Context: an optimization exercise on an open-source flow, tuned for small area, a short achievable clock period and few clock cycles per item. The choices shown serve that exercise and are no tape-out recipe. At most, simulation tests tie the RTL to the original design; equivalence was not proved. For runs 3 and 4, only the layout was checked, not whether the RTL still works.

## design/flow/config.mk

```make
export PLATFORM = sky130hd
export DESIGN_NAME = aes_dec_core
export DESIGN_NICKNAME = aes_dec_core
export VERILOG_FILES = /design/flow/design.v
export SDC_FILE = /design/flow/constraint.sdc
export NUM_CORES = 4
export LEC_CHECK = 0
export CAP_MARGIN = 20
export CELL_PAD_IN_SITES_DETAIL_PLACEMENT = 1
export CELL_PAD_IN_SITES_GLOBAL_PLACEMENT = 2
export CORE_MARGIN = 2
export CORE_UTILIZATION = 40
export PLACE_DENSITY = 0.55
export SETUP_SLACK_MARGIN = 4.8
export SLEW_MARGIN = 20
```

## design/flow/constraint.sdc

```tcl
create_clock -name core_clock -period 8.0 [get_ports {clk}]
set_input_delay 1.6000 -clock core_clock [delete_from_list [all_inputs] [get_ports {clk}]]
set_output_delay 1.6000 -clock core_clock [all_outputs]
set_load 0.01 [all_outputs]
```

## design/flow/design.v

```verilog
module aes_dec_core (
    input  logic         clk,
    input  logic         rst,
    input  logic         start,
    input  logic [127:0] key,
    input  logic [127:0] ciphertext,
    input  logic         step_en,
    output logic         busy,
    output logic         done,
    output logic [127:0] plaintext
);
    function automatic logic [1:0] gf4_mul(input logic [1:0] a, input logic [1:0] b);
        logic t;
        t = a[1] & b[1];
        gf4_mul = {t ^ (a[1] & b[0]) ^ (a[0] & b[1]), t ^ (a[0] & b[0])};
    endfunction
    function automatic logic [3:0] gf16_mul(input logic [3:0] a, input logic [3:0] b);
        logic [1:0] t, u;
        t = gf4_mul(a[3:2], b[3:2]);
        u = gf4_mul(a[3:2] ^ a[1:0], b[3:2] ^ b[1:0]);
        gf16_mul = {u ^ gf4_mul(a[1:0], b[1:0]), {t[0] ^ t[1], t[1]} ^ gf4_mul(a[1:0], b[1:0])};
    endfunction
    function automatic logic [3:0] gf16_inv(input logic [3:0] a);
        case (a)
            4'h0: gf16_inv = 4'h0;
            4'h1: gf16_inv = 4'h1;
            4'h2: gf16_inv = 4'h3;
            4'h3: gf16_inv = 4'h2;
            4'h4: gf16_inv = 4'hf;
            4'h5: gf16_inv = 4'hc;
            4'h6: gf16_inv = 4'h9;
            4'h7: gf16_inv = 4'hb;
            4'h8: gf16_inv = 4'ha;
            4'h9: gf16_inv = 4'h6;
            4'ha: gf16_inv = 4'h8;
            4'hb: gf16_inv = 4'h7;
            4'hc: gf16_inv = 4'h5;
            4'hd: gf16_inv = 4'he;
            4'he: gf16_inv = 4'hd;
            4'hf: gf16_inv = 4'h4;
            default: gf16_inv = 4'h0;
        endcase
    endfunction
    function automatic logic [11:0] gf256_inv_a(input logic [7:0] a);
        gf256_inv_a = {a[7:4], a[7:4] ^ a[3:0],
                       gf16_inv({a[4] ^ a[3], a[5] ^ a[2] ^ a[3], a[5] ^ a[7] ^ a[1] ^ a[2], a[4] ^ a[5] ^ a[6] ^ a[7] ^ a[0] ^ a[1] ^ a[3]} ^ gf16_mul(a[7:4], a[3:0]))};
    endfunction
    function automatic logic [7:0] gf256_inv_b(input logic [11:0] p);
        gf256_inv_b = {gf16_mul(p[11:8], p[3:0]), gf16_mul(p[7:4], p[3:0])};
    endfunction
    function automatic logic [11:0] inv_sbox_a(input logic [7:0] x);
        inv_sbox_a = gf256_inv_a({x[1] ^ x[2] ^ x[6] ^ x[7], ~(x[0] ^ x[3]), x[3] ^ x[4] ^ x[5] ^ x[6], ~(x[1] ^ x[2] ^ x[7]), ~(x[5] ^ x[7]), x[1] ^ x[2] ^ x[6], x[2] ^ x[3] ^ x[5] ^ x[6], x[3]});
    endfunction
    function automatic logic [7:0] inv_sbox_b(input logic [11:0] p);
        logic [7:0] t;
        t = gf256_inv_b(p);
        inv_sbox_b = {t[1] ^ t[2] ^ t[5], t[2] ^ t[3] ^ t[6] ^ t[7], t[1] ^ t[2] ^ t[5] ^ t[7], t[1] ^ t[3] ^ t[4], t[1] ^ t[4] ^ t[6] ^ t[7], t[1] ^ t[4] ^ t[5], t[4] ^ t[6] ^ t[7], t[0] ^ t[1] ^ t[2] ^ t[4]};
    endfunction
    function automatic logic [11:0] sbox_a(input logic [7:0] x);
        sbox_a = gf256_inv_a({x[5] ^ x[7], x[1] ^ x[2] ^ x[3] ^ x[4] ^ x[5] ^ x[6], x[1] ^ x[4] ^ x[6] ^ x[7], x[2] ^ x[3] ^ x[4] ^ x[6] ^ x[7], x[1] ^ x[2] ^ x[6] ^ x[7], x[3] ^ x[4] ^ x[6], x[1] ^ x[3], x[0] ^ x[1] ^ x[2] ^ x[3] ^ x[7]});
    endfunction
    function automatic logic [7:0] sbox_b(input logic [11:0] p);
        logic [7:0] t;
        t = gf256_inv_b(p);
        sbox_b = {t[2] ^ t[7], ~(t[4] ^ t[7]), ~(t[2] ^ t[3] ^ t[7]), t[0] ^ t[2] ^ t[3] ^ t[4] ^ t[5], t[0], t[0] ^ t[1] ^ t[2] ^ t[3] ^ t[4], ~(t[0] ^ t[1] ^ t[3] ^ t[7]), ~(t[0] ^ t[6])};
    endfunction
    function automatic logic [7:0] xtime(input logic [7:0] x);
        xtime = {x[6:0], 1'b0} ^ (x[7] ? 8'h1b : 8'h00);
    endfunction
    function automatic logic [7:0] inv_xtime(input logic [7:0] x);
        inv_xtime = x[0] ? {1'b1, x[7:1] ^ 7'h0d} : {1'b0, x[7:1]};
    endfunction
    function automatic logic [31:0] inv_mix_col(input logic [31:0] col);
        logic [7:0] a0, a1, a2, a3, b0, b1, b2, b3, u, v, t;
        a0 = col[31:24];
        a1 = col[23:16];
        a2 = col[15:8];
        a3 = col[7:0];
        u  = xtime(xtime(a0 ^ a2));
        v  = xtime(xtime(a1 ^ a3));
        b0 = a0 ^ u;
        b1 = a1 ^ v;
        b2 = a2 ^ u;
        b3 = a3 ^ v;
        t  = b0 ^ b1 ^ b2 ^ b3;
        inv_mix_col = {b0 ^ t ^ xtime(b0 ^ b1), b1 ^ t ^ xtime(b1 ^ b2),
                       b2 ^ t ^ xtime(b2 ^ b3), b3 ^ t ^ xtime(b3 ^ b0)};
    endfunction
    function automatic logic [127:0] inv_mix(input logic [127:0] s);
        inv_mix = {inv_mix_col(s[127:96]), inv_mix_col(s[95:64]),
                   inv_mix_col(s[63:32]), inv_mix_col(s[31:0])};
    endfunction
    function automatic logic [191:0] round_a(input logic [127:0] s);
        logic [191:0] o;
        logic [3:0]   dst;
        logic [3:0]   src;
        o = '0;
        for (int i = 0; i < 16; i++) begin
            dst = 4'(i);
            src = {dst[3:2] - dst[1:0], dst[1:0]};
            o[191 - 12*i -: 12] = inv_sbox_a(s[127 - 8*int'(src) -: 8]);
        end
        round_a = o;
    endfunction
    function automatic logic [127:0] round_b(input logic [191:0] p);
        logic [127:0] o;
        o = '0;
        for (int i = 0; i < 16; i++) o[127 - 8*i -: 8] = inv_sbox_b(p[191 - 12*i -: 12]);
        round_b = o;
    endfunction
    function automatic logic [47:0] key_a(input logic [31:0] w);
        key_a = {sbox_a(w[23:16]), sbox_a(w[15:8]), sbox_a(w[7:0]), sbox_a(w[31:24])};
    endfunction
    function automatic logic [31:0] key_b(input logic [47:0] m);
        key_b = {sbox_b(m[47:36]), sbox_b(m[35:24]), sbox_b(m[23:12]), sbox_b(m[11:0])};
    endfunction
    logic [127:0] s_r, p2_r, ra_r, rb_r, rc_r;
    logic [31:0]  ra3_r, rc3_r;    
    logic [191:0] p1_r;
    logic [47:0]  m_r;
    logic         a_act_r, b_act_r, c_act_r;
    logic [7:0]   a_rc_r, b_rc_r, c_rc_r;
    logic [127:0] pt_r;
    logic         busy_r, done_r;
    logic         x_act_r;         
    logic         x_rdy_r;         
    logic         x_go_r;          
    logic         x_half_r;        
    logic [127:0] x_ct_r;
    logic [127:0] x_k_r;           
    logic [47:0]  x_m_r;
    logic [7:0]   x_rc_r;
    logic [127:0] k0c_r;           
    logic         kv_r;            
    logic [127:0] y, kdec, z, x_next;
    logic [31:0]  ksub, pre0;
    logic [31:0]  x_sub;
    logic         c_fin, afree, hit, accept, mv;
    assign ksub  = key_b(m_r);
    assign pre0  = rb_r[127:96] ^ {b_rc_r, 24'h0};
    assign kdec  = {pre0 ^ ksub, rb_r[127:96] ^ rb_r[95:64],
                    rb_r[95:64] ^ rb_r[63:32], rb_r[63:32] ^ rb_r[31:0]};
    assign y     = round_b(p1_r);
    assign z     = {y[127:96] ^ pre0 ^ ksub, y[95:0] ^ kdec[95:0]};
    assign c_fin = c_act_r && (c_rc_r == 8'h8d);
    assign afree = !c_act_r || c_fin;
    assign x_sub = key_b(x_m_r);
    always_comb begin
        x_next[127:96] = x_k_r[127:96] ^ x_sub ^ {x_rc_r, 24'h0};
        x_next[95:64]  = x_k_r[95:64] ^ x_next[127:96];
        x_next[63:32]  = x_k_r[63:32] ^ x_next[95:64];
        x_next[31:0]   = x_k_r[31:0] ^ x_next[63:32];
    end
    assign hit    = kv_r && (key == k0c_r);
    assign accept = start && !busy_r;
    assign mv     = x_act_r && x_rdy_r && step_en && afree;
    always_ff @(posedge clk) begin
        if (rst) begin
            a_act_r <= 1'b0;
            b_act_r <= 1'b0;
            c_act_r <= 1'b0;
            x_act_r <= 1'b0;
            kv_r    <= 1'b0;
            busy_r  <= 1'b0;
            done_r  <= 1'b0;
        end else begin
            done_r <= step_en && c_fin;
            if (step_en) begin
                a_act_r <= mv || (c_act_r && !c_fin);
                b_act_r <= a_act_r;
                c_act_r <= b_act_r;
            end
            if (accept) begin
                x_act_r <= 1'b1;
                kv_r    <= hit;
            end else if (mv) begin
                x_act_r <= 1'b0;
            end else if (x_act_r && !x_rdy_r && step_en && x_half_r && x_rc_r == 8'h36) begin
                kv_r    <= 1'b1;
            end
            busy_r <= accept || (x_act_r && !mv);
        end
        if (step_en) begin
            p1_r   <= round_a(s_r);
            rb_r   <= ra_r;
            m_r    <= key_a(ra3_r);
            b_rc_r <= a_rc_r;
            p2_r   <= z;
            rc_r   <= kdec;
            rc3_r  <= rb_r[95:64] ^ rb_r[31:0];
            c_rc_r <= inv_xtime(b_rc_r);
            if (mv) begin
                s_r    <= x_ct_r ^ x_k_r;
                ra_r   <= x_k_r;
                ra3_r  <= x_k_r[31:0] ^ x_k_r[63:32];
                a_rc_r <= 8'h36;
            end else begin
                s_r    <= inv_mix(p2_r);
                ra_r   <= rc_r;
                ra3_r  <= rc3_r;
                a_rc_r <= c_rc_r;
            end
        end
        pt_r <= p2_r;
        if (!x_act_r) x_ct_r <= ciphertext;
        if (accept) begin
            k0c_r   <= key;
            x_rdy_r <= hit;
            x_go_r  <= 1'b0;
        end else if (x_act_r && !x_rdy_r && step_en) begin
            if (!x_go_r) begin
                x_go_r   <= 1'b1;
                x_half_r <= 1'b0;
                x_k_r    <= k0c_r;
                x_rc_r   <= 8'h01;
            end else begin
                x_half_r <= !x_half_r;
                if (x_half_r) begin
                    x_k_r  <= x_next;
                    x_rc_r <= xtime(x_rc_r);
                    if (x_rc_r == 8'h36) x_rdy_r <= 1'b1;
                end
            end
        end
        x_m_r <= key_a(x_k_r[31:0]);
    end
    assign busy      = busy_r;
    assign done      = done_r;
    assign plaintext = pt_r;
endmodule
```

## design/flow/flow/run.sh

```bash
#!/bin/bash
# Standard ORFS layout, with the synthesis technology mapping done by the ABC
# script in flow/abc_speed.script (area-oriented mapping, then sizing).
set -euo pipefail
cd "$(dirname "${BASH_SOURCE[0]}")/.."
W=$PWD
rm -rf "$W/scripts_own"
cp -r "$FLOW_HOME/scripts" "$W/scripts_own"
cp "$W/flow/abc_speed.script" "$W/scripts_own/abc_speed.script"
bash standard.sh SCRIPTS_DIR="$W/scripts_own" finish > "$W/standard_flow.log" 2>&1
```

## design/flow/flow/abc_speed.script

```
&get -n
&st
&dch -f
&nf
&put
topo
stime -c
buffer -c
upsize -c
dnsize -c
```

## design/flow/standard.sh

```bash
#!/bin/bash
# synth_recipe.tcl (not shown) runs the flow's synth.tcl, then flattens the netlist and writes it again
# the make line also repeats each setting of config.mk as NAME=value (left out here)
make -C /OpenROAD-flow-scripts/flow DESIGN_CONFIG=/design/flow/config.mk WORK_HOME=/design/flow/orfs CLKGATE_MAP_FILE= SYNTH_SCRIPT=/design/flow/synth_recipe.tcl "${@:-finish}"
```

==> flow_summary.yaml, run 1 <==
clocking:
  clk_latency_ps: 850
  clk_path_buf_depth: 3
  cts-root-buf: "clkbuf_16"
  cts_tree: "built"
  clock_sinks: 1546
  cts_inserted_buffers: 180
  clk_transition_reported_paths_ps: 60
  ctsHtreeMaxLevel: 4
hold_path:
  hold_path_end: "rb_r[107]$_DFFE_PP_"
  hold_class: "reg2reg"
  worstHoldPathCells: 0
  min_from: "ra_r[107]$_DFFE_PP_"
timing:
  finalMaxSlewViolations: 0
  skew_ps: 31.8
  hold_violations: 0
  finalCritPeriodShare_pct: 44.2
  finalSetupViolations: 0
  rsz0062_at_grt: "yes"
  worst_pin_slew_ps: 1180
  finalCriticalPeriod_ps: 3540
  slew_headroom_pct: 21.1
  fmax_ghz: 0.282
  final.setup.tns_ps: 0
setup_path:
  crit_start: "s_r[74]$_DFFE_PP_"
  reg2reg_to: "p1_r[13]$_DFFE_PP_"
  path_class: "reg2reg"
  required_ps: 8580
  worstPathMaxFanout: 4
  r2r_start: "s_r[74]$_DFFE_PP_"
  reg2reg_slack_ps: 4460
  cp.arrival_ps: 4120
  rr_worst_depth: 15
  end_kind: "flop"
  setup.worst_path.start_class: "flop"
floorplanning:
  fp.coreArea_um2: 222000
  die_h_um: 477
  std_cell_rows: 173
  die_w_um: 477
  start_util_pct: 40.3
  io_pins: 390
  die_area_um2: 227000
flow_run:
  cap_violations: 0
route:
  drtPass1Iterations: 5
  vias: 56600
  post_drt_wl_per_cell_um: 26.9
  routed_wl_mm: 306
  drtAntennaViolNets: 0
  routed_via_density: 4.98
  drcViolationCount: 0
  dr.first_iter.drc_count: 3721
layout:
  drive_gt1_share_pct: 20.5
  fin_nets: 8602
  fillers: 22500
  synthToLayoutAreaGrowth_pct: 26.3
logic_synthesis:
  ys_seq_area_share_pct: 49.8
  synth_fp_nets: 7681
  syn_avg_cell_area_um2: 12.2
  synthArstFlopShare_pct: 0
  synth_cell_types: 68
  syn-instance-count: 7309
  ys.flop_type: "edfxtp_1"
  ys.warnings.count: 1
  synthesis.area_um2: 89500
  synth_edf_count: 1362
  synth-seq-cells: 1546
global_routing:
  antenna_found_initial: 31
  first_global_vias: 58900
  grt_max_degree: 174
  track_usage_pct: 26.1
  grt.overflow.total: 0
  grt_pass1_wl_mm: 427
place:
  place_hpwl_mm: 233
  gp_congestion: 0.859
  io_buffers: 389
status:
  status: "no timing/DRC/antenna violations"
## Yosys cell counts (34+ instances only)
cell | count | area share (%)
nand2b_1 | 92 | 0.64
ha_1 | 112 | 1.6
nor4_1 | 34 | 0.24
nor2_1 | 369 | 1.5
nor2b_1 | 39 | 0.27
o21ai_0 | 164 | 0.92
xnor2_1 | 2081 | 20
mux2i_1 | 64 | 0.72
edfxtp_1 | 1362 | 46
inv_1 | 94 | 0.39
nand2_1 | 721 | 3.0
mux2_2 | 145 | 1.8
a21oi_1 | 193 | 1.1
xnor3_1 | 119 | 3.0
xor2_1 | 1144 | 11
clkbuf_1 | 116 | 0.49
dfxtp_1 | 184 | 4.1
## cell families after synthesis
| family | count (synthesis) | share of synthesized area (%) |
|---|---|---|
| DFF | 1546 | 49.8 |
| buffers and inverters | 245 | 1.08 |
| muxes | 209 | 2.54 |
| and+or+nand+nor | 1331 | 6.26 |
| AOI/OAI and AO/OA | 466 | 2.94 |
| adders and majority gates | 115 | 1.60 |
| xor gates and xnor gates | 3397 | 35.8 |
## routing by layer
| metal | vias up | GRT usage, % | share of wire [%] |
|---|---|---|---|
| met5 | - | 0 | 0.0043 |
| met4 | 2 | 5.82 | 2.7 |
| met3 | 304 | 2.98 | 3.8 |
| met2 | 1103 | 45.2 | 50 |
| met1 | 29000 | 35.0 | 44 |
| li1 | 26300 | - | - |
## cells in the final DEF (no fill, tap or decap), types with 14 or more instances in the layout
cell type	count
a21o_1	16
a21oi_1	185
and2_1	26
buf_12	19
buf_4	450
buf_6	24
bufinv_16	19
clkbuf_1	38
clkbuf_16	185
clkbuf_8	18
clkdlybuf4s50_1	252
clkinv_1	19
clkinv_2	29
dfxtp_1	159
dfxtp_2	17
dlygate4sd2_1	133
edfxtp_1	1362
ha_1	62
ha_4	40
inv_1	68
inv_2	16
mux2_2	142
mux2i_1	59
nand2_1	710
nand2b_1	85
nor2_1	363
nor2b_1	25
nor4_1	20
o211ai_1	16
o21ai_0	154
xnor2_1	1728
xnor2_2	289
xnor2_4	80
xnor3_1	73
xnor3_2	47
xor2_1	1005
xor2_2	103
xor2_4	46
xor3_2	14
## layout make-up
| class | instances | area [um^2] | area share [%] |
|---|---|---|---|
| multi-input combinational | 5518 | 50200 | 44.4 |
| sequential | 1546 | 44600 | 39.5 |
| timing repair buffer | 889 | 7940 | 7.02 |
| clock buffer | 241 | 5020 | 4.44 |
| tap | 2975 | 3720 | 3.29 |
| clock inverter | 95 | 1140 | 1.01 |
| inverter | 95 | 385 | 0.341 |
| antenna | 12 | 30.0 | 0.0266 |
## what timing repair did
| item | CTS | global route |
|---|---|---|
| gates resized for setup | 662 | 382 |
| gates cloned | 2 | 0 |
| hold buffers | 0 | 0 |
| setup buffers | 262 | 185 |
| pin swaps | 206 | 230 |
| hold endpoints to repair | 0 | 0 |
| setup endpoints to repair | 641 | 350 |
## sequential cells by signal, summed over array words and instances (netlist names), 128 cells and up
register,cells
p2_r,128
pt_r,128
rb_r,128
x_ct_r,128
p1_r,192
k0c_r,128
s_r,128
x_k_r,128
ra_r,128
rc_r,128
## stage by stage
stage	setup slack (ps)	utilization [%]	cell area, um^2	instances	hold slack (ps)
global route	4350	50.8	113000	11400	414
floorplan	2170	-	90200	7309	400
finish	4460	50.9	113000	11400	413
detailed placement	3420	43.9	97500	10600	405
CTS	4560	49.1	109000	11200	407
global placement	3440	43.8	97500	10600	400
## worst max-delay path by stage
stage                                endpoint  cells after the start
final                      p1_r[13]$_DFFE_PP_                     15
after global placement      x_rdy_r$_DFFE_PP_                      7
after global routing      p1_r[123]$_DFFE_PP_                     14
after CTS                  p1_r[15]$_DFFE_PP_                     15
after detailed placement    x_rdy_r$_DFFE_PP_                      7
after floorplan            x_k_r[0]$_DFFE_PP_                      3
## worst max-delay path: stages (launching register included)
cell	delay [ps]
edfxtp_1	540
xor2_4	220
xnor2_2	230
inv_2	80
ha_4	290
inv_4	40
ha_4	170
xnor2_4	140
xnor2_2	130
buf_4	140
xnor3_1	380
xnor2_2	270
nor2b_4	230
or2_1	140
nor2b_4	170
o32ai_1	100
Testbench counts, summed over its fixed seeds: cycles 6,361, blocks 560.
==> run 2: changes to the inputs <==
--- a/design/flow/config.mk
+++ b/design/flow/config.mk
@@ -12,4 +12,4 @@
 export CORE_UTILIZATION = 40
 export PLACE_DENSITY = 0.55
-export SETUP_SLACK_MARGIN = 4.8
+export SETUP_SLACK_MARGIN = 4.5
 export SLEW_MARGIN = 20
==> run 2 against run 1 <==
Net effect:
- cell count is 2.1% lower
- global-route usage is 0.57 points lower
- clock skew increased by 4.6 ps
- worst hold slack lost 9.4 ps
- die area stayed put
- fmax increased by 2.0%
- via count is 1.9% lower
- critical endpoint is now x_k_r[9]$_DFFE_PP_
- largest cell class unchanged
==> flow_summary.yaml, run 2 <==
status:
  status: "no timing/DRC/antenna violations"
clocking:
  clk_latency_ps: 870
  clock_sinks: 1546
  cts_inserted_buffers: 181
  postCtsHoldBufs: 0
  cts-root-buf: "clkbuf_16"
  clk_path_buf_depth: 3
  cts_tree: "built"
  clk_transition_reported_paths_ps: 60
  ctsHtreeMaxLevel: 4
global_routing:
  grt_pass1_wl_mm: 418
  track_usage_pct: 25.6
  grt_max_degree: 168
  antenna_found_initial: 32
  first_global_vias: 57700
  grt.overflow.total: 0
setup_path:
  rr_worst_depth: 9
  setup.worst_path.start_class: "flop"
  path_class: "reg2reg"
  slowest_delay_ps: 540
  critPathMostFrequentCell: "xnor2_2"
  cp_top_family: "XOR/XNOR gates"
  cp_cell_sequence: "nand2_1 -> xor3_1 -> xnor2_4 -> xnor3_2 -> xnor3_1 -> xnor2_2 -> xnor2_2 -> xnor2_1 -> mux2_2"
  critPathBufInv: 0
  reg2reg_slack_ps: 4530
  reg2reg_to: "x_k_r[9]$_DFFE_PP_"
  required_ps: 8590
  r2r_start: "x_m_r[15]$_DFF_P_"
  worstPathMaxFanout: 6
  end_kind: "flop"
  slowest_stage: "dfxtp_1"
  cp.arrival_ps: 4060
hold_path:
  min_from: "ra_r[105]$_DFFE_PP_"
  hold_path_end: "rb_r[105]$_DFFE_PP_"
  worstHoldPathCells: 0
  hold_class: "reg2reg"
timing:
  fmax_ghz: 0.288
  slew_headroom_pct: 26.1
  finalMaxSlewViolations: 0
  worst_pin_slew_ps: 1100
  finalSetupViolations: 0
  finalCriticalPeriod_ps: 3470
  rsz0062_at_grt: "yes"
  setup_ws_ps: 4530
  skew_ps: 36.4
  hold_violations: 0
  finalCritPeriodShare_pct: 43.4
  final.setup.tns_ps: 0
floorplanning:
  die_h_um: 477
  die_w_um: 477
  start_util_pct: 40.3
  std_cell_rows: 173
  die_area_um2: 227000
  fp.coreArea_um2: 222000
  io_pins: 390
logic_synthesis:
  synth_edf_count: 1362
  synth_fp_nets: 7681
  synthesis.area_um2: 89500
  synthArstFlopShare_pct: 0
  synth_cell_types: 68
  yosys-top-cells-count: "2,081 x xnor2_1, 1,362 x edfxtp_1, 1,144 x xor2_1"
  synth.area.top_cells: "edfxtp_1 46%, xnor2_1 20%, xor2_1 11%"
  synth_top_area_share_pct: 45.7
  syn-instance-count: 7309
  ys.flop_type: "edfxtp_1"
  synth_top_area_cell: "edfxtp_1"
  ys_seq_area_share_pct: 49.8
  ys.warnings.count: 1
  syn_avg_cell_area_um2: 12.2
  synth-seq-cells: 1546
  synth.most_common_cell: "xnor2_1"
layout:
  fin_nets: 8361
  largest-register: "p1_r"
  final_common_cell: "xnor2_1"
  synthToLayoutAreaGrowth_pct: 20.7
  largest_reg_flops: 192
  drive_gt1_share_pct: 13.5
  fin_cells: 11100
  stdcell_area_um2: 108000
  mostFrequentLayoutCells: "1,888 x xnor2_1, 1,362 x edfxtp_1, 1,078 x xor2_1"
route:
  drtAntennaViolNets: 0
  routed_via_density: 4.99
  drtPass1Iterations: 6
  drcViolationCount: 0
  dr.first_iter.drc_count: 3778
  post_drt_wl_per_cell_um: 26.7
  routed_wl_mm: 298
  vias: 55500
flow_run:
  cap_violations: 0
place:
  placed_area_um2: 97100
  place_hpwl_mm: 231
  io_buffers: 389
  dp.cells: 10600
  detailedPlace.worstSlack_ps: 3070
  gp_congestion: 0.841
==> run 2: cell counts after synthesis <==
No cell type changed its count.
==> run 2: how the worst max path moves through the flow <==
| stage | to | cells after the start | start |
|---|---|---|---|
| after detailed placement | x_rdy_r$_DFFE_PP_ | 8 | key[108] |
| after global placement | x_rdy_r$_DFFE_PP_ | 8 | key[108] |
| after floorplan | x_k_r[0]$_DFFE_PP_ | 3 | start |
| final | x_k_r[9]$_DFFE_PP_ | 9 | x_m_r[15]$_DFF_P_ |
| after global routing | x_k_r[26]$_DFFE_PP_ | 10 | x_m_r[39]$_DFF_P_ |
| after CTS | x_k_r[9]$_DFFE_PP_ | 9 | x_m_r[15]$_DFF_P_ |
==> run 2: logic make-up (layout without fill, tap and decap cells) <==
| kind of cell | Yosys count | in the layout | share of synthesized area [%] |
|---|---|---|---|
| other | 0 | 4 | 0 |
| adders and majority gates | 115 | 115 | 1.60 |
| xor gates and xnor gates | 3397 | 3397 | 35.8 |
| and+or+nand+nor | 1331 | 1333 | 6.26 |
| buffers and inverters | 245 | 1083 | 1.08 |
| AOI/OAI and AO/OA | 466 | 466 | 2.94 |
| muxes | 209 | 209 | 2.54 |
| DFF | 1546 | 1546 | 49.8 |
==> run 2: metal layers <==
| layer | share of wire, % | GRT usage (%) | vias up |
|---|---|---|---|
| met4 | 2.4 | 6.20 | 2 |
| met1 | 45 | 35.3 | 28300 |
| met2 | 48 | 42.6 | 1136 |
| met5 | 0.0044 | 0 | - |
| met3 | 4.2 | 3.09 | 261 |
| li1 | - | - | 25800 |
==> run 2: timing repair <==
action,in CTS,in global routing
resized for setup,182,227
gates cloned,0,2
buffers inserted,84,120
setup endpoints to repair,201,202
pin swaps,41,103
==> run 2: final cells by class <==
class,count,area (um^2)
diodes,4,10.0
clock inverters,104,1490
repair buffers,645,5960
clock buffers,239,5020
flip-flops and latches,1546,44600
multi-input cells,5520,46800
well taps,2975,3720
fillers,22700,114000
inverters,95,367
==> run 2: metrics by stage <==
stage,util (%),hold slack [ps]
2_1_floorplan,-,400
3_3_place_gp,43.7,400
3_5_place_dp,43.7,405
4_1_cts,47.5,392
5_1_grt,48.6,416
6_report,48.6,404
==> run 3: changes to the inputs <==
--- a/design/flow/design.v
+++ b/design/flow/design.v
@@ -44,8 +44,10 @@
     function automatic logic [11:0] gf256_inv_a(input logic [7:0] a);
         gf256_inv_a = {a[7:4], a[7:4] ^ a[3:0],
-                       gf16_inv({a[4] ^ a[3], a[5] ^ a[2] ^ a[3], a[5] ^ a[7] ^ a[1] ^ a[2], a[4] ^ a[5] ^ a[6] ^ a[7] ^ a[0] ^ a[1] ^ a[3]} ^ gf16_mul(a[7:4], a[3:0]))};
+                       {a[4] ^ a[3], a[5] ^ a[2] ^ a[3], a[5] ^ a[7] ^ a[1] ^ a[2], a[4] ^ a[5] ^ a[6] ^ a[7] ^ a[0] ^ a[1] ^ a[3]} ^ gf16_mul(a[7:4], a[3:0])};
     endfunction
     function automatic logic [7:0] gf256_inv_b(input logic [11:0] p);
-        gf256_inv_b = {gf16_mul(p[11:8], p[3:0]), gf16_mul(p[7:4], p[3:0])};
+        logic [3:0] d;
+        d = gf16_inv(p[3:0]);
+        gf256_inv_b = {gf16_mul(p[11:8], d), gf16_mul(p[7:4], d)};
     endfunction
     function automatic logic [11:0] inv_sbox_a(input logic [7:0] x);
@@ -211,5 +213,5 @@
             if (!x_go_r) begin
                 x_go_r   <= 1'b1;
-                x_half_r <= 1'b0;
+                x_half_r <= 1'b1;
                 x_k_r    <= k0c_r;
                 x_rc_r   <= 8'h01;
@@ -223,5 +225,5 @@
             end
         end
-        x_m_r <= key_a(x_k_r[31:0]);
+        x_m_r <= key_a(x_go_r ? x_k_r[31:0] : k0c_r[31:0]);
     end
     assign busy      = busy_r;
==> run 3 against run 2 <==
Net effect:
- global-route usage is 0.38 points higher
- sequential share of layout area down 1.3 points
- cell count rose by 6.6%
- clock-buffer cell count rose by 23
- clock skew down 6.3 ps
- worst setup slack lost 89 ps
- sequential cell count rose by 80
- fmax down 2.5%
- final area rose by 7.0%
- largest cell class unchanged
- via count rose by 6.4%
- highest routed layer unchanged
- area after synthesis grew 4.5%
==> flow_summary.yaml, run 3 <==
status:
  status: "no timing/DRC/antenna violations"
setup_path:
  required_ps: 8730
  worstPathMaxFanout: 4
  rr_worst_depth: 15
  path_class: "reg2reg"
  r2r_start: "x_go_r$_SDFFE_PP0P_"
  setup.worst_path.start_class: "flop"
  reg2reg_slack_ps: 4440
  end_kind: "flop"
  cp.arrival_ps: 4290
  crit_start: "x_go_r$_SDFFE_PP0P_"
route:
  drtAntennaViolNets: 0
  routed.top_layer: "met5"
  dr_wl_met2_mm: 152
  dr.first_iter.drc_count: 4006
  drcViolationCount: 0
  drtPass1Iterations: 5
  post_drt_wl_per_cell_um: 26.6
  routed_wl_mm: 316
  drt-met1-wl_mm: 144
  routed_via_density: 4.98
  vias: 59100
  dr_wl_met3_mm: 12.7
hold_path:
  worstHoldPathCells: 0
  hold_class: "reg2reg"
  min_from: "ra_r[108]$_DFFE_PP_"
  hold_path_end: "rb_r[108]$_DFFE_PP_"
logic_synthesis:
  synth.area.top_cells: "edfxtp_1 44%, xnor2_1 21%, xor2_1 9.9%"
  ys.flop_type: "edfxtp_1"
  syn_avg_cell_area_um2: 12.0
  syn-instance-count: 7804
  synth_edf_count: 1362
  synth_cell_types: 62
  synth_fp_nets: 8296
  synth_top_area_cell: "edfxtp_1"
  synth_top_area_share_pct: 43.7
  synthArstFlopShare_pct: 0
  ys_seq_area_share_pct: 49.4
  synthesis.area_um2: 93500
  synth-seq-cells: 1626
  yosys-top-cells-count: "2,232 x xnor2_1, 1,362 x edfxtp_1, 1,054 x xor2_1"
  synth.most_common_cell: "xnor2_1"
  ys.warnings.count: 1
timing:
  hold_violations: 0
  worst_pin_slew_ps: 1120
  fmax_ghz: 0.281
  finalCritPeriodShare_pct: 44.5
  finalSetupViolations: 0
  final.setup.tns_ps: 0
  finalMaxSlewViolations: 0
  finalCriticalPeriod_ps: 3560
  rsz0062_at_grt: "yes"
  skew_ps: 30.1
  slew_headroom_pct: 24.7
floorplanning:
  std_cell_rows: 177
  io_pins: 390
  fp.coreArea_um2: 233000
  start_util_pct: 40.2
  die_w_um: 488
  die_h_um: 488
  die_area_um2: 238000
global_routing:
  antenna_found_initial: 16
  grt_pass1_wl_mm: 444
  first_global_vias: 61500
  track_usage_pct: 25.9
  grt.overflow.total: 0
  grt_max_degree: 159
place:
  place_hpwl_mm: 246
  io_buffers: 389
  gp_congestion: 0.877
  dp.cells: 11100
  placed_area_um2: 101000
clocking:
  cts_tree: "built"
  cts_inserted_buffers: 192
  clk_latency_ps: 840
  clk_transition_reported_paths_ps: 60
  postCtsHoldBufs: 0
  cts-root-buf: "clkbuf_16"
  clk_path_buf_depth: 3
  ctsHtreeMaxLevel: 4
  clock_sinks: 1626
layout:
  mostFrequentLayoutCells: "2,036 x xnor2_1, 1,362 x edfxtp_1, 960 x xor2_1"
  largest-register: "p1_r"
  final_common_cell: "xnor2_1"
  synthToLayoutAreaGrowth_pct: 23.6
  fin_cells: 11900
  drive_gt1_share_pct: 17.1
  stdcell_area_um2: 116000
  largest_reg_flops: 192
  fin_nets: 9145
  final_util_pct: 49.7
flow_run:
  cap_violations: 0
[run 3: logic make-up after synthesis]
| kind of cell | after synthesis | share of synthesized area (%) |
|---|---|---|
| buffers and inverters | 372 | 1.52 |
| muxes | 253 | 3.00 |
| AOI/OAI and AO/OA | 571 | 3.45 |
| xor gates and xnor gates | 3404 | 33.6 |
| DFF | 1626 | 49.4 |
| adders and majority gates | 232 | 3.10 |
| and+or+nand+nor | 1346 | 5.94 |
[run 3: worst max-delay path by stage]
stage | to | slack [ps] | cells after the start
after floorplan | x_k_r[0]$_DFFE_PP_ | 4250 | 6
after global placement | flop | 3190 | 13
after detailed placement | flop | 3110 | 13
after CTS | flop | 4460 | 13
after global routing | flop | 4260 | 18
final | flop | 4440 | 15
[run 3: final cells by class]
cell class | count | area, um^2
Antenna cell | 5 | 12.5
Inverter | 225 | 887
Sequential cell | 1626 | 46200
Timing Repair Buffer | 802 | 7470
Clock inverter | 98 | 1040
Tap cell | 3043 | 3810
Fill cell | 23700 | 117000
Clock buffer | 262 | 5540
Multi-Input combinational cell | 5806 | 50600
[run 3: per-layer routing]
layer,vias to the layer above,global-route usage (%)
met2,1072,43.1
met5,-,0
met4,4,5.70
met1,30000,36.1
met3,292,3.26
li1,27700,-
[run 3: through the flow]
stage	hold slack [ps]	worst slack, ps
floorplan	400	4250
detailed placement	405	3110
global placement	401	3190
finish	411	4440
global route	410	4260
CTS	407	4460
[run 3: critical path, cell delays in order (launching register included)]
cell and delay [ps]:
dfxtp_4 380, buf_16 150, buf_4 140, buf_4 130, buf_4 130, mux2i_4 190
buf_4 170, xnor2_2 240, xor2_2 280, ha_4 230, xnor2_1 120, xnor2_2 270
xnor3_2 450, xnor2_2 230, nor2_1 60, o31a_1 280
[run 3: what timing repair did]
item	4_1_cts	5_1_grt
endpoints found under the setup margin	122	267
pin swaps	135	242
cloned	3	1
buffers inserted	189	175
gates resized for setup	366	452
endpoints found under the hold margin	0	0
==> run 4: changes to the inputs <==
--- a/design/flow/design.v
+++ b/design/flow/design.v
@@ -44,10 +44,8 @@
     function automatic logic [11:0] gf256_inv_a(input logic [7:0] a);
         gf256_inv_a = {a[7:4], a[7:4] ^ a[3:0],
-                       {a[4] ^ a[3], a[5] ^ a[2] ^ a[3], a[5] ^ a[7] ^ a[1] ^ a[2], a[4] ^ a[5] ^ a[6] ^ a[7] ^ a[0] ^ a[1] ^ a[3]} ^ gf16_mul(a[7:4], a[3:0])};
+                       gf16_inv({a[4] ^ a[3], a[5] ^ a[2] ^ a[3], a[5] ^ a[7] ^ a[1] ^ a[2], a[4] ^ a[5] ^ a[6] ^ a[7] ^ a[0] ^ a[1] ^ a[3]} ^ gf16_mul(a[7:4], a[3:0]))};
     endfunction
     function automatic logic [7:0] gf256_inv_b(input logic [11:0] p);
-        logic [3:0] d;
-        d = gf16_inv(p[3:0]);
-        gf256_inv_b = {gf16_mul(p[11:8], d), gf16_mul(p[7:4], d)};
+        gf256_inv_b = {gf16_mul(p[11:8], p[3:0]), gf16_mul(p[7:4], p[3:0])};
     endfunction
     function automatic logic [11:0] inv_sbox_a(input logic [7:0] x);
@@ -135,5 +133,5 @@
     logic [127:0] k0c_r;           
     logic         kv_r;            
-    logic [127:0] y, kdec, z, x_next;
+    logic [127:0] y, kdec, z, x_pre, x_next;
     logic [31:0]  ksub, pre0;
     logic [31:0]  x_sub;
@@ -147,11 +145,10 @@
     assign c_fin = c_act_r && (c_rc_r == 8'h8d);
     assign afree = !c_act_r || c_fin;
-    assign x_sub = key_b(x_m_r);
-    always_comb begin
-        x_next[127:96] = x_k_r[127:96] ^ x_sub ^ {x_rc_r, 24'h0};
-        x_next[95:64]  = x_k_r[95:64] ^ x_next[127:96];
-        x_next[63:32]  = x_k_r[63:32] ^ x_next[95:64];
-        x_next[31:0]   = x_k_r[31:0] ^ x_next[63:32];
-    end
+    assign x_sub  = key_b(x_m_r);
+    assign x_pre  = {x_k_r[127:96] ^ {x_rc_r, 24'h0},
+                     x_k_r[127:96] ^ x_k_r[95:64] ^ {x_rc_r, 24'h0},
+                     x_k_r[127:96] ^ x_k_r[95:64] ^ x_k_r[63:32] ^ {x_rc_r, 24'h0},
+                     x_k_r[127:96] ^ x_k_r[95:64] ^ x_k_r[63:32] ^ x_k_r[31:0] ^ {x_rc_r, 24'h0}};
+    assign x_next = x_pre ^ {4{x_sub}};
     assign hit    = kv_r && (key == k0c_r);
     assign accept = start && !busy_r;
@@ -213,5 +210,5 @@
             if (!x_go_r) begin
                 x_go_r   <= 1'b1;
-                x_half_r <= 1'b1;
+                x_half_r <= 1'b0;
                 x_k_r    <= k0c_r;
                 x_rc_r   <= 8'h01;
@@ -225,5 +222,5 @@
             end
         end
-        x_m_r <= key_a(x_go_r ? x_k_r[31:0] : k0c_r[31:0]);
+        x_m_r <= key_a(x_k_r[31:0]);
     end
     assign busy      = busy_r;
==> run 4 against run 3 <==
Net effect:
- clock-buffer cell count fell by 26
- sequential share of layout area grew 1.9 points
- area after synthesis shrank 3.6%
- critical path depth decreased by 7
- die area is 3.6% lower
- worst setup slack improved by 68 ps
- fmax increased by 2.0%
- via count is 5.9% lower
- sequential cell count is 80 lower
- highest routed layer unchanged
- critical path type unchanged
- largest cell class unchanged
- routed wire length fell by 7.3%
- still clean on timing, DRC and antenna
==> flow_summary.yaml, run 4 <==
setup_path:
  path_class: "reg2reg"
  setup.worst_path.start_class: "flop"
  cp.arrival_ps: 4090
  worstPathMaxFanout: 3
  end_kind: "flop"
  required_ps: 8600
clocking:
  clk_transition_reported_paths_ps: 70
  clk_latency_ps: 850
  ctsHtreeMaxLevel: 4
  clock_sinks: 1546
  cts_inserted_buffers: 181
  cts_tree: "built"
  cts-root-buf: "clkbuf_16"
  clk_path_buf_depth: 3
logic_synthesis:
  ys.warnings.count: 1
  ys.flop_type: "edfxtp_1"
  synth_edf_count: 1362
  synth_fp_nets: 7778
  synthArstFlopShare_pct: 0
  yosys-top-cells-count: "2,171 x xnor2_1, 1,362 x edfxtp_1, 1,125 x xor2_1"
  syn-instance-count: 7406
  synth_cell_types: 62
  synth_top_area_cell: "edfxtp_1"
  synthesis.area_um2: 90100
  synth-seq-cells: 1546
  ys_seq_area_share_pct: 49.5
  synth.most_common_cell: "xnor2_1"
  synth_top_area_share_pct: 45.4
  synth.area.top_cells: "edfxtp_1 45%, xnor2_1 21%, xor2_1 11%"
  syn_avg_cell_area_um2: 12.2
timing:
  finalCriticalPeriod_ps: 3490
  worst_pin_slew_ps: 1220
  final.setup.tns_ps: 0
  skew_ps: 56.4
  finalMaxSlewViolations: 0
  rsz0062_at_grt: "yes"
  setup_ws_ps: 4510
  slew_headroom_pct: 19.0
  finalCritPeriodShare_pct: 43.6
  fmax_ghz: 0.286
  finalSetupViolations: 0
  hold_violations: 0
floorplanning:
  io_pins: 390
  die_w_um: 479
  fp.coreArea_um2: 224000
  die_h_um: 479
  start_util_pct: 40.2
  std_cell_rows: 174
  die_area_um2: 229000
layout:
  fin_nets: 8376
  mostFrequentLayoutCells: "2,033 x xnor2_1, 1,362 x edfxtp_1, 1,066 x xor2_1"
  drive_gt1_share_pct: 11.1
  synthToLayoutAreaGrowth_pct: 18.1
  largest_reg_flops: 192
  final_common_cell: "xnor2_1"
  fillers: 23200
  largest-register: "p1_r"
route:
  dr.first_iter.drc_count: 3722
  routed_via_density: 4.98
  vias: 55600
  routed_wl_mm: 293
  drtPass1Iterations: 6
  drcViolationCount: 0
  drtAntennaViolNets: 0
  post_drt_wl_per_cell_um: 26.3
place:
  gp_congestion: 0.856
  place_hpwl_mm: 232
  detailedPlace.worstSlack_ps: 3750
  io_buffers: 389
hold_path:
  hold_class: "reg2reg"
global_routing:
  grt_max_degree: 161
  first_global_vias: 57900
  grt.overflow.total: 0
  grt_pass1_wl_mm: 417
  antenna_found_initial: 37
  track_usage_pct: 25.2
status:
  status: "no timing/DRC/antenna violations"
flow_run:
  cap_violations: 0
## run 4: timing repair
item | in CTS | in global routing
hold buffers | 0 | 0
setup buffers | 64 | 77
gates resized for setup | 127 | 168
setup endpoints to repair | 103 | 118
pin swaps | 30 | 74
## run 4: worst paths after layout
| check | depth (start not counted) | end | slack, ps | start |
|---|---|---|---|---|
| setup / recovery | 8 | s_r[45]$_DFFE_PP_ | 4510 | p2_r[39]$_DFFE_PP_ |
| hold / removal | 0 | rb_r[66]$_DFFE_PP_ | 410 | ra_r[66]$_DFFE_PP_ |
| setup reg to reg | 8 | s_r[45]$_DFFE_PP_ | 4510 | p2_r[39]$_DFFE_PP_ |
| hold reg to reg | 0 | rb_r[66]$_DFFE_PP_ | 410 | ra_r[66]$_DFFE_PP_ |
## run 4: routing by layer
metal	vias to the layer above	GRT usage (%)	wire [um]	part of all wire [%]
met3	285	3.31	13200	4.5
met2	1103	41.6	140000	48
met5	-	0	61	0.021
li1	25900	-	-	-
met4	8	5.54	6250	2.1
met1	28300	35.3	134000	46
## run 4: per-stage QoR
step | cells | utilization [%] | hold slack (ps) | cell area (um^2)
floorplan | 7406 | - | 400 | 90200
global placement | 10700 | 43.5 | 401 | 97600
detailed placement | 10700 | 43.5 | 405 | 97600
CTS | 11100 | 46.7 | 410 | 105000
global route | 11200 | 47.4 | 420 | 106000
finish | 11200 | 47.4 | 413 | 106000
## run 4: logic make-up (layout without fill, tap and decap cells)
kind of cell,count (synthesis),in the layout,share of synthesized area [%]
flip-flops,1546,1546,49.5
multiplexers,192,192,2.33
AO/OA/AOI/OAI,496,496,3.11
adder cells (fa/ha/maj),120,120,1.64
other,0,6,0
buffers and inverters,261,1017,1.14
XOR/XNOR,3480,3480,36.4
AND/OR/NAND/NOR,1311,1311,5.96
## run 4: cell type report
type,instances,area [um^2],share of cell area (%)
flip-flops and latches,1546,44600,41.9
diodes,6,15.0,0.0141
clock buffers,236,4870,4.57
clock inverters,105,987,0.927
inverters,109,414,0.389
multi-input cells,5599,46500,43.7
repair buffers,567,5360,5.04
well taps,2992,3740,3.52
## run 4: worst max-delay path: stages (launching register included)
cell and delay (ps):
edfxtp_1 550, xnor2_1 440, xnor2_1 230, xnor2_1 470, xor2_1 360, xnor2_1 130
xnor2_1 740, nand2_1 100, o21ai_0 220
==> run 5: changes to the inputs <==
--- a/design/flow/design.v
+++ b/design/flow/design.v
@@ -121,5 +121,4 @@
     logic         a_act_r, b_act_r, c_act_r;
     logic [7:0]   a_rc_r, b_rc_r, c_rc_r;
-    logic [127:0] pt_r;
     logic         busy_r, done_r;
     logic         x_act_r;         
@@ -164,5 +163,5 @@
             done_r  <= 1'b0;
         end else begin
-            done_r <= step_en && c_fin;
+            done_r <= step_en && b_act_r && (b_rc_r == 8'h01);
             if (step_en) begin
                 a_act_r <= mv || (c_act_r && !c_fin);
@@ -201,5 +200,4 @@
             end
         end
-        pt_r <= p2_r;
         if (!x_act_r) x_ct_r <= ciphertext;
         if (accept) begin
@@ -226,4 +224,4 @@
     assign busy      = busy_r;
     assign done      = done_r;
-    assign plaintext = pt_r;
+    assign plaintext = p2_r;
 endmodule
--- a/design/flow/config.mk
+++ b/design/flow/config.mk
@@ -11,4 +11,5 @@
 export CORE_MARGIN = 2
 export CORE_UTILIZATION = 40
+export CTS_BUF_LIST = sky130_fd_sc_hd__clkbuf_4 sky130_fd_sc_hd__clkbuf_8
 export PLACE_DENSITY = 0.55
 export SETUP_SLACK_MARGIN = 4.5
==> run 5 against run 4 <==
Net effect:
- global-route usage up 2.4 points
- cell count up 2.4%
- first-iteration DRC count up 15%
- die area down 3.1%
- register-to-register slack better by 20 ps
- area after synthesis down 3.2%
- synthesized cell count up 1.5%
- clock-buffer cell count up 137
- critical path type is now in2reg
==> flow_summary.yaml, run 5 <==
setup_path:
  rr_worst_depth: 13
  setup.worst_path.start_class: "input port"
  cp.arrival_ps: 4450
  worstPathMaxFanout: 3
  path_class: "in2reg"
  r2r_start: "s_r[41]$_DFFE_PP_"
  reg2reg_slack_ps: 4530
  slowest_delay_ps: 880
  end_kind: "flop"
  required_ps: 8960
  slowest_stage: "nor4_1"
  cp_cell_sequence: "clkdlybuf4s50_1 -> o22ai_1 -> nor4_1 -> nand4_1 -> nor4_2 -> a31oi_1 -> nor3_1"
  reg2reg_to: "p1_r[156]$_DFFE_PP_"
global_routing:
  grt_max_degree: 190
  use_met2_pct: 45.0
  grtUsageMet1_pct: 38.1
  antenna_found_initial: 19
  grt.overflow.total: 0
  use_met3_pct: 4.06
  gr-max-usage-layer: "met2"
  first_global_vias: 60600
  track_usage_pct: 27.6
  grt_pass1_wl_mm: 439
floorplanning:
  io_pins: 390
  die_h_um: 471
  fp.coreArea_um2: 217000
  die_area_um2: 222000
  start_util_pct: 40.2
  std_cell_rows: 171
  die_w_um: 471
logic_synthesis:
  synth.most_common_cell: "xnor2_1"
  synth-seq-cells: 1418
  synthArstFlopShare_pct: 0
  synth_top_area_cell: "edfxtp_1"
  ys_seq_area_share_pct: 48.1
  synth_top_area_share_pct: 46.9
  synth_edf_count: 1362
  yosys-top-cells-count: "2,187 x xnor2_1, 1,362 x edfxtp_1, 1,049 x xor2_1"
  ys.flop_type: "edfxtp_1"
  synth.area.top_cells: "edfxtp_1 47%, xnor2_1 22%, xor2_1 11%"
  synth_fp_nets: 7891
  syn-instance-count: 7518
  synthesis.area_um2: 87300
  ys.warnings.count: 1
  syn_avg_cell_area_um2: 11.6
  synth_cell_types: 67
timing:
  slew_headroom_pct: 23.5
  setup_ws_ps: 4510
  finalSetupViolations: 0
  finalCritPeriodShare_pct: 43.6
  finalCriticalPeriod_ps: 3490
  skew_ps: 85.0
  rsz0062_at_grt: "yes"
  final.setup.tns_ps: 0
  worst_pin_slew_ps: 1140
  hold_violations: 0
  finalMaxSlewViolations: 0
  fmax_ghz: 0.286
layout:
  final_common_cell: "xnor2_1"
  regArea_um2: 42000
  fillers: 22800
  largest_reg_flops: 192
  synthToLayoutAreaGrowth_pct: 19.7
  fin_nets: 8752
  multi_input_area_um2: 46700
  final_util_pct: 48.1
  largest-register: "p1_r"
  mostFrequentLayoutCells: "1,995 x xnor2_1, 1,362 x edfxtp_1, 984 x xor2_1"
  drive_gt1_share_pct: 13.8
status:
  status: "no timing/DRC/antenna violations"
clocking:
  clk_transition_reported_paths_ps: 60
  clock_sinks: 1418
  postCtsHoldBufs: 0
  clk_path_buf_depth: 4
  cts_inserted_buffers: 283
  ctsHtreeMaxLevel: 5
  cts-root-buf: "clkbuf_8"
  clk_latency_ps: 1060
  cts_tree: "built"
route:
  post_drt_wl_per_cell_um: 27.3
  routed_wl_mm: 312
  vias: 58200
  drtPass1Iterations: 5
  drcViolationCount: 0
  dr.first_iter.drc_count: 4279
  routed_via_density: 5.09
  drtAntennaViolNets: 0
place:
  io_buffers: 389
  gp_congestion: 0.871
  place_hpwl_mm: 245
  detailedPlace.worstSlack_ps: 3040
hold_path:
  worstHoldPathCells: 0
  hold_path_end: "rb_r[86]$_DFFE_PP_"
  min_from: "ra_r[86]$_DFFE_PP_"
  hold_class: "reg2reg"
flow_run:
  cap_violations: 0
[run 5: changes by cell type in the layout (fill, tap and decap cells not counted), sizes merged, moves of 85 or more]
cell           delta
xor2             -85
mux2            -105
buf             +195
nand2           +143
clkdlybuf4s50   -128
clkbuf          +138
nor2            +183
dfxtp           -128
[run 5: routing by layer]
layer | vias up | part of all wire, % | wire [um]
li1 | 26800 | - | -
met1 | 29500 | 45 | 141000
met2 | 1379 | 47 | 146000
met3 | 422 | 4.6 | 14400
met4 | 12 | 3.2 | 9940
met5 | - | 0.023 | 71
[run 5: cell type report]
| type | instances | area share (%) |
|---|---|---|
| well taps | 2854 | 3.42 |
| diodes | 10 | 0.0240 |
| clock buffers | 373 | 4.42 |
| repair buffers | 720 | 6.04 |
| inverters | 163 | 0.595 |
| flip-flops and latches | 1418 | 40.2 |
| clock inverters | 99 | 0.577 |
| multi-input cells | 5793 | 44.7 |
[run 5: stage by stage]
step           hold WS [ps]  instance area, um^2  instances
3_5_place_dp            405                94600      10700
3_3_place_gp            401                94600      10700
2_1_floorplan           400                87300       7518
6_report                363               104000      11400
5_1_grt                 389               104000      11400
4_1_cts                 355               102000      11300
[run 5: what timing repair did]
item | CTS | global route
pin swaps | 34 | 80
setup buffers | 209 | 84
cloned | 1 | 2
resized for setup | 441 | 238
endpoints found under the setup margin | 256 | 198
[run 5: how the worst max path moves through the flow]
stage,from,end,cells past startpoint
after floorplan,start,x_k_r[0]$_DFFE_PP_,3
after global placement,key[114],kv_r$_SDFFE_PP0P_,10
after detailed placement,key[122],kv_r$_SDFFE_PP0P_,9
after CTS,p2_r[41]$_DFFE_PP_,plaintext[41],1
after global routing,x_k_r[31]$_DFFE_PP_,x_m_r[0]$_DFF_P_,12
final,key[119],kv_r$_SDFFE_PP0P_,7
[run 5: cells by family after synthesis]
family / Yosys count / synth area share, %
xor+xnor: 3392 / 36.4
flops: 1418 / 48.1
compound gates: 559 / 3.84
buf+inv: 310 / 1.40
mux: 77 / 0.932
fa+ha+maj: 118 / 1.68
simple gates: 1644 / 7.62
[run 5: critical path, delay by kind of cell]
kind	cells	cell delay [ps]
AOI/OAI and AO/OA	2	270
buffers and inverters	1	550
and+or+nand+nor	4	2020
Testbench counts of run 5, summed over its fixed seeds: cycles 6,353, blocks 560.
==> run 6: changes to the inputs <==
--- a/design/flow/config.mk
+++ b/design/flow/config.mk
@@ -11,5 +11,4 @@
 export CORE_MARGIN = 2
 export CORE_UTILIZATION = 40
-export CTS_BUF_LIST = sky130_fd_sc_hd__clkbuf_4 sky130_fd_sc_hd__clkbuf_8
 export PLACE_DENSITY = 0.55
 export SETUP_SLACK_MARGIN = 4.5
==> run 6 against run 5 <==
Net effect:
- sequential share of layout area fell by 0.11 points
- worst setup slack improved by 37 ps
- via count fell by 1.3%
- first-iteration DRC count fell by 1.9%
- core utilization rose by 0.13 points
- fmax rose by 1.1%
- die area did not move
- cell count fell by 1.5%
- routed wire length fell by 0.68%
- synthesized cell count did not move
- critical endpoint unchanged
- highest routed layer unchanged
==> flow_summary.yaml, run 6 <==
flow_run:
  cap_violations: 0
global_routing:
  first_global_vias: 59600
  grt.overflow.total: 0
  grt_pass1_wl_mm: 436
  grt_max_degree: 190
  track_usage_pct: 27.5
  antenna_found_initial: 22
timing:
  setup_ws_ps: 4550
  slew_headroom_pct: 24.3
  fmax_ghz: 0.290
  finalCriticalPeriod_ps: 3450
  final.setup.tns_ps: 0
  skew_ps: 45.2
  rsz0062_at_grt: "yes"
  finalMaxSlewViolations: 0
  finalCritPeriodShare_pct: 43.2
  worst_pin_slew_ps: 1130
  finalSetupViolations: 0
  hold_violations: 0
layout:
  fin_cells: 11300
  final_common_cell: "xnor2_1"
  multi_input_area_um2: 46700
  final_util_pct: 48.3
  synthToLayoutAreaGrowth_pct: 20.0
  regArea_um2: 42000
  mostFrequentLayoutCells: "2,008 x xnor2_1, 1,362 x edfxtp_1, 987 x xor2_1"
  largest_reg_flops: 192
  drive_gt1_share_pct: 11.2
  largest-register: "p1_r"
  fin_nets: 8620
  fillers: 22700
clocking:
  cts_inserted_buffers: 171
  clk_transition_reported_paths_ps: 60
  cts-root-buf: "clkbuf_16"
  ctsHtreeMaxLevel: 4
  clk_path_buf_depth: 3
  postCtsHoldBufs: 0
  clock_sinks: 1418
  cts_tree: "built"
  clk_latency_ps: 850
logic_synthesis:
  synth_cell_types: 67
  synth_edf_count: 1362
  ys.warnings.count: 1
  synthArstFlopShare_pct: 0
  ys_seq_area_share_pct: 48.1
  synth.most_common_cell: "xnor2_1"
  synth_top_area_share_pct: 46.9
  synth_fp_nets: 7891
  yosys-top-cells-count: "2,187 x xnor2_1, 1,362 x edfxtp_1, 1,049 x xor2_1"
  syn-instance-count: 7518
  synth.area.top_cells: "edfxtp_1 47%, xnor2_1 22%, xor2_1 11%"
  synth_top_area_cell: "edfxtp_1"
  ys.flop_type: "edfxtp_1"
  syn_avg_cell_area_um2: 11.6
  synthesis.area_um2: 87300
  synth-seq-cells: 1418
route:
  drcViolationCount: 0
  vias: 57400
  routed_via_density: 5.10
  routed_wl_mm: 309
  drtPass1Iterations: 5
  dr.first_iter.drc_count: 4198
  post_drt_wl_per_cell_um: 27.5
  drtAntennaViolNets: 0
setup_path:
  cp.arrival_ps: 4200
  path_class: "in2reg"
  worstPathMaxFanout: 2
  rr_worst_depth: 9
  required_ps: 8740
  setup.worst_path.start_class: "input port"
  r2r_start: "p2_r[63]$_DFFE_PP_"
  end_kind: "flop"
  reg2reg_slack_ps: 4560
  reg2reg_to: "s_r[50]$_DFFE_PP_"
hold_path:
  hold_class: "reg2reg"
  worstHoldPathCells: 0
  hold_path_end: "rb_r[91]$_DFFE_PP_"
  min_from: "ra_r[91]$_DFFE_PP_"
floorplanning:
  die_area_um2: 222000
  die_w_um: 471
  std_cell_rows: 171
  fp.coreArea_um2: 217000
  start_util_pct: 40.2
  io_pins: 390
  die_h_um: 471
place:
  io_buffers: 389
  detailedPlace.worstSlack_ps: 3040
  dp.cells: 10700
  place_hpwl_mm: 245
  gp_congestion: 0.871
status:
  status: "no timing/DRC/antenna violations"
[run 6: layer usage]
| layer | up-vias | GRT usage (%) | part of all wire (%) |
|---|---|---|---|
| li1 | 26500 | - | - |
| met3 | 280 | 2.85 | 4.3 |
| met5 | - | 0 | 0.015 |
| met4 | 8 | 6.85 | 2.7 |
| met2 | 1220 | 45.2 | 47 |
| met1 | 29400 | 38.8 | 46 |
[run 6: layout make-up]
class	instances	share of cell area, %
clock inverters	101	0.872
repair buffers	700	6.10
diodes	12	0.0287
well taps	2854	3.41
clock buffers	212	4.27
multi-input cells	5793	44.6
inverters	163	0.599
flip-flops and latches	1418	40.1
[run 6: critical path: stages]
cell             delay, ps
clkdlybuf4s50_1        480
xor2_1                 210
a221oi_4               390
nand4_1                230
nor3_2                 190
nand4_1                290
nor4_2                 430
a31oi_1                160
nor3_1                 210
[run 6: kinds of logic (layout without fill, tap and decap cells)]
logic type / Yosys count / after routing / share of synthesized area [%]
flip-flops: 1418 / 1418 / 48.1
multiplexers: 77 / 77 / 0.932
other: 0 / 12 / 0
buffers and inverters: 310 / 1176 / 1.40
adder cells (fa/ha/maj): 118 / 118 / 1.68
XOR/XNOR: 3392 / 3392 / 36.4
AND/OR/NAND/NOR: 1644 / 1647 / 7.62
AO/OA/AOI/OAI: 559 / 559 / 3.84
[run 6: worst max-delay path by stage]
stage	startpoint	endpoint	slack (ps)	cells past startpoint
global placement	key[114]	kv_r$_SDFFE_PP0P_	2740	10
floorplan	start	x_k_r[0]$_DFFE_PP_	-9670	3
detailed placement	key[122]	kv_r$_SDFFE_PP0P_	3040	9
CTS	p2_r[110]$_DFFE_PP_	s_r[100]$_DFFE_PP_	4430	9
global route	x_k_r[28]$_DFFE_PP_	x_m_r[0]$_DFF_P_	4400	11
finish	key[102]	kv_r$_SDFFE_PP0P_	4550	9
[run 6: through the flow]
stage	hold WS, ps	instance area (um^2)
CTS	402	102000
finish	397	105000
global placement	401	94600
detailed placement	405	94600
global route	411	105000
floorplan	400	87300
[run 6: repair_timing]
action | CTS | global route
pin swaps | 34 | 104
gates resized for setup | 213 | 269
endpoints found under the setup margin | 303 | 515
gates cloned | 2 | 1
buffers inserted | 194 | 79
==> run 7: changes to the inputs <==
--- a/design/flow/config.mk
+++ b/design/flow/config.mk
@@ -11,4 +11,5 @@
 export CORE_MARGIN = 2
 export CORE_UTILIZATION = 40
+export CTS_BUF_LIST = sky130_fd_sc_hd__clkbuf_8
 export PLACE_DENSITY = 0.55
 export SETUP_SLACK_MARGIN = 4.5
==> run 7 against run 6 <==
Net effect:
- area after synthesis unchanged
- global-route usage up 0.12 points
- routed wire length up 0.75%
- sequential share of layout area up 0.22 points
- synthesized cell count unchanged
- non-clock buffer count up 24
- worst setup slack better by 8.0 ps
- critical endpoint is now s_r[98]$_DFFE_PP_
==> flow_summary.yaml, run 7 <==
clocking:
  clk_path_buf_depth: 4
  clk_transition_reported_paths_ps: 60
  clock_sinks: 1418
  cts_inserted_buffers: 283
  ctsHtreeMaxLevel: 5
  postCtsHoldBufs: 0
  cts-root-buf: "clkbuf_8"
  clk_latency_ps: 1060
  cts_tree: "built"
setup_path:
  reg2reg_slack_ps: 4550
  worstPathMaxFanout: 4
  required_ps: 8750
  r2r_start: "p2_r[103]$_DFFE_PP_"
  rr_worst_depth: 8
  reg2reg_to: "s_r[98]$_DFFE_PP_"
  path_class: "reg2reg"
  setup.worst_path.start_class: "flop"
  end_kind: "flop"
  cp.arrival_ps: 4200
timing:
  worst_pin_slew_ps: 1150
  fmax_ghz: 0.290
  hold_slack_ps: 363
  finalMaxSlewViolations: 0
  skew_ps: 81.8
  slew_headroom_pct: 22.8
  rsz0062_at_grt: "yes"
  setup_ws_ps: 4550
  finalCritPeriodShare_pct: 43.1
  hold_violations: 0
  finalSetupViolations: 0
  finalCriticalPeriod_ps: 3450
logic_synthesis:
  syn-instance-count: 7518
  synth.most_common_cell: "xnor2_1"
  synth.area.top_cells: "edfxtp_1 47%, xnor2_1 22%, xor2_1 11%"
  ys.warnings.count: 1
  synth-xor-area-share_pct: 36.4
  synth_top_area_share_pct: 46.9
  synth_top_area_cell: "edfxtp_1"
  synthMuxAreaShare_pct: 0.932
  syn_avg_cell_area_um2: 11.6
  synth_cell_types: 67
  synth_edf_count: 1362
  synth-seq-cells: 1418
  synthesis.area_um2: 87300
  ys_seq_area_share_pct: 48.1
  ys.flop_type: "edfxtp_1"
  synth_fa_ha_area_share_pct: 1.68
  synth_compound_area_share_pct: 3.84
  synth_fp_nets: 7891
  yosys-top-cells-count: "2,187 x xnor2_1, 1,362 x edfxtp_1, 1,049 x xor2_1"
  synth_top_family_by_area: "XOR/XNOR gates"
  synthArstFlopShare_pct: 0
  synth-simple-area-share_pct: 7.62
hold_path:
  min_from: "ra_r[86]$_DFFE_PP_"
  hold_class: "reg2reg"
  hold_path_end: "rb_r[86]$_DFFE_PP_"
  worstHoldPathCells: 0
floorplanning:
  io_pins: 390
  die_w_um: 471
  die_area_um2: 222000
  std_cell_rows: 171
  die_h_um: 471
  fp.coreArea_um2: 217000
  start_util_pct: 40.2
global_routing:
  antenna_found_initial: 18
  grt_max_degree: 190
  first_global_vias: 60600
  grt.overflow.total: 0
  grt_pass1_wl_mm: 438
  track_usage_pct: 27.6
layout:
  regArea_um2: 42000
  largest_reg_flops: 192
  drive_gt1_share_pct: 12.8
  synthToLayoutAreaGrowth_pct: 19.3
  fin_nets: 8756
  final_common_cell: "xnor2_1"
  multi_input_area_um2: 46700
  fillers: 22900
  largest-register: "p1_r"
  stdcell_area_um2: 104000
  mostFrequentLayoutCells: "1,998 x xnor2_1, 1,362 x edfxtp_1, 986 x xor2_1"
route:
  routed_wl_mm: 312
  drt-met1-wl_mm: 141
  drtAntennaViolNets: 0
  dr_wl_met3_mm: 14.2
  routed_via_density: 5.08
  dr.first_iter.drc_count: 4407
  post_drt_wl_per_cell_um: 27.3
  routed.top_layer: "met5"
  dr_wl_met2_mm: 146
  vias: 58100
  drcViolationCount: 0
  drtPass1Iterations: 5
flow_run:
  cap_violations: 0
place:
  detailedPlace.worstSlack_ps: 3040
  io_buffers: 389
  place_hpwl_mm: 245
  gp_congestion: 0.871
  placed_area_um2: 94600
status:
  status: "no timing/DRC/antenna violations"
-- run 7: cell counts after synthesis --
Identical to the previous run, type by type.
-- run 7: worst max-delay path, cell delays in order (launching register included) --
cell      delay (ps)
edfxtp_1         450
buf_4            200
xnor2_2          340
xnor2_1          220
xnor2_1          210
xnor2_2          670
xor2_1           160
xnor2_1          770
o21ai_0          150
-- run 7: per-layer routing --
layer  up-vias  global-route usage [%]
li1      26800                       -
met2      1343                    44.8
met1     29500                    38.0
met3       431                    3.96
met5         -                       0
met4        10                    8.70
-- run 7: how the worst max path moves through the flow --
stage / from / to / cells after the start / slack [ps]
6_report: p2_r[103]$_DFFE_PP_ / s_r[98]$_DFFE_PP_ / 8 / 4550
5_1_grt: x_k_r[31]$_DFFE_PP_ / x_m_r[0]$_DFF_P_ / 12 / 4350
4_1_cts: p2_r[41]$_DFFE_PP_ / plaintext[41] / 1 / 4410
3_5_place_dp: key[122] / kv_r$_SDFFE_PP0P_ / 9 / 3040
3_3_place_gp: key[114] / kv_r$_SDFFE_PP0P_ / 10 / 2740
2_1_floorplan: start / x_k_r[0]$_DFFE_PP_ / 3 / -9670
-- run 7: cells by family (layout without fill, tap and decap cells) --
logic type	after synthesis	in the layout
buffers and inverters	310	1359
AO/OA/AOI/OAI	559	559
flip-flops	1418	1418
other	0	11
adder cells (fa/ha/maj)	118	118
AND/OR/NAND/NOR	1644	1647
multiplexers	77	77
XOR/XNOR	3392	3392
-- run 7: cell type report --
cell class                 count  share of cell area, %
multi-input combinational   5793                   44.8
antenna                       11                 0.0264
inverter                     163                  0.597
sequential                  1418                   40.3
clock inverter               181                  0.875
timing repair buffer         724                   6.09
clock buffer                 291                   3.85
tap                         2854                   3.43
-- run 7: through the flow --
step	utilization (%)	TNS (ps)	std cells
floorplan	-	-1314830	7518
global placement	43.6	0	10700
detailed placement	43.6	0	10700
CTS	46.9	0	11300
global route	48.0	0	11400
finish	48.0	0	11400
-- run 7: what timing repair did --
action,4_1_cts,5_1_grt
pin swaps,33,82
gates cloned,0,3
resized for setup,440,238
setup buffers,210,87
hold endpoints to repair,0,0
setup endpoints to repair,253,152

## what the ideal ports hide
Ports are ideal in the flow. The routed layouts listed here were re-timed in OpenROAD. Step 1 assumes that a clkbuf_16 drives the clock port and a buf_2 every other input. Step 2 also shifts input and output timing later by t, the mid clock arrival at the registers, as if the neighbouring blocks saw the same clock. a / b / c = ideal ports / drivers / drivers and shift; a / b = the first two.
run	shift t [ns]	setup WS [ns]	worst setup path at the end	latest minus earliest clock arrival (ns)	worst data-port slew with drivers (ns)
run 1	0.924	4.460 / 4.460 / 3.921	input to register	0.044 / 0.044	0.33
run 2	0.942	4.529 / 4.476 / 3.655	input to register	0.038 / 0.038	0.10
run 3	0.925	4.441 / 4.441 / 3.679	input to register	0.032 / 0.032	0.12
run 4	0.914	4.509 / 4.492 / 3.682	input to register	0.057 / 0.057	0.13
run 5	1.108	4.509 / 4.502 / 3.466	input to register	0.087 / 0.088	0.11
run 6	0.922	4.546 / 4.478 / 3.692	input to register	0.046 / 0.045	0.10
run 7	1.115	4.554 / 4.490 / 3.551	input to register	0.085 / 0.085	0.11
After both steps setup and hold are still met in every run listed. The setup slack of run 5, which loses most, moves by -0.007 ns with the drivers and by -1.043 ns with both steps.
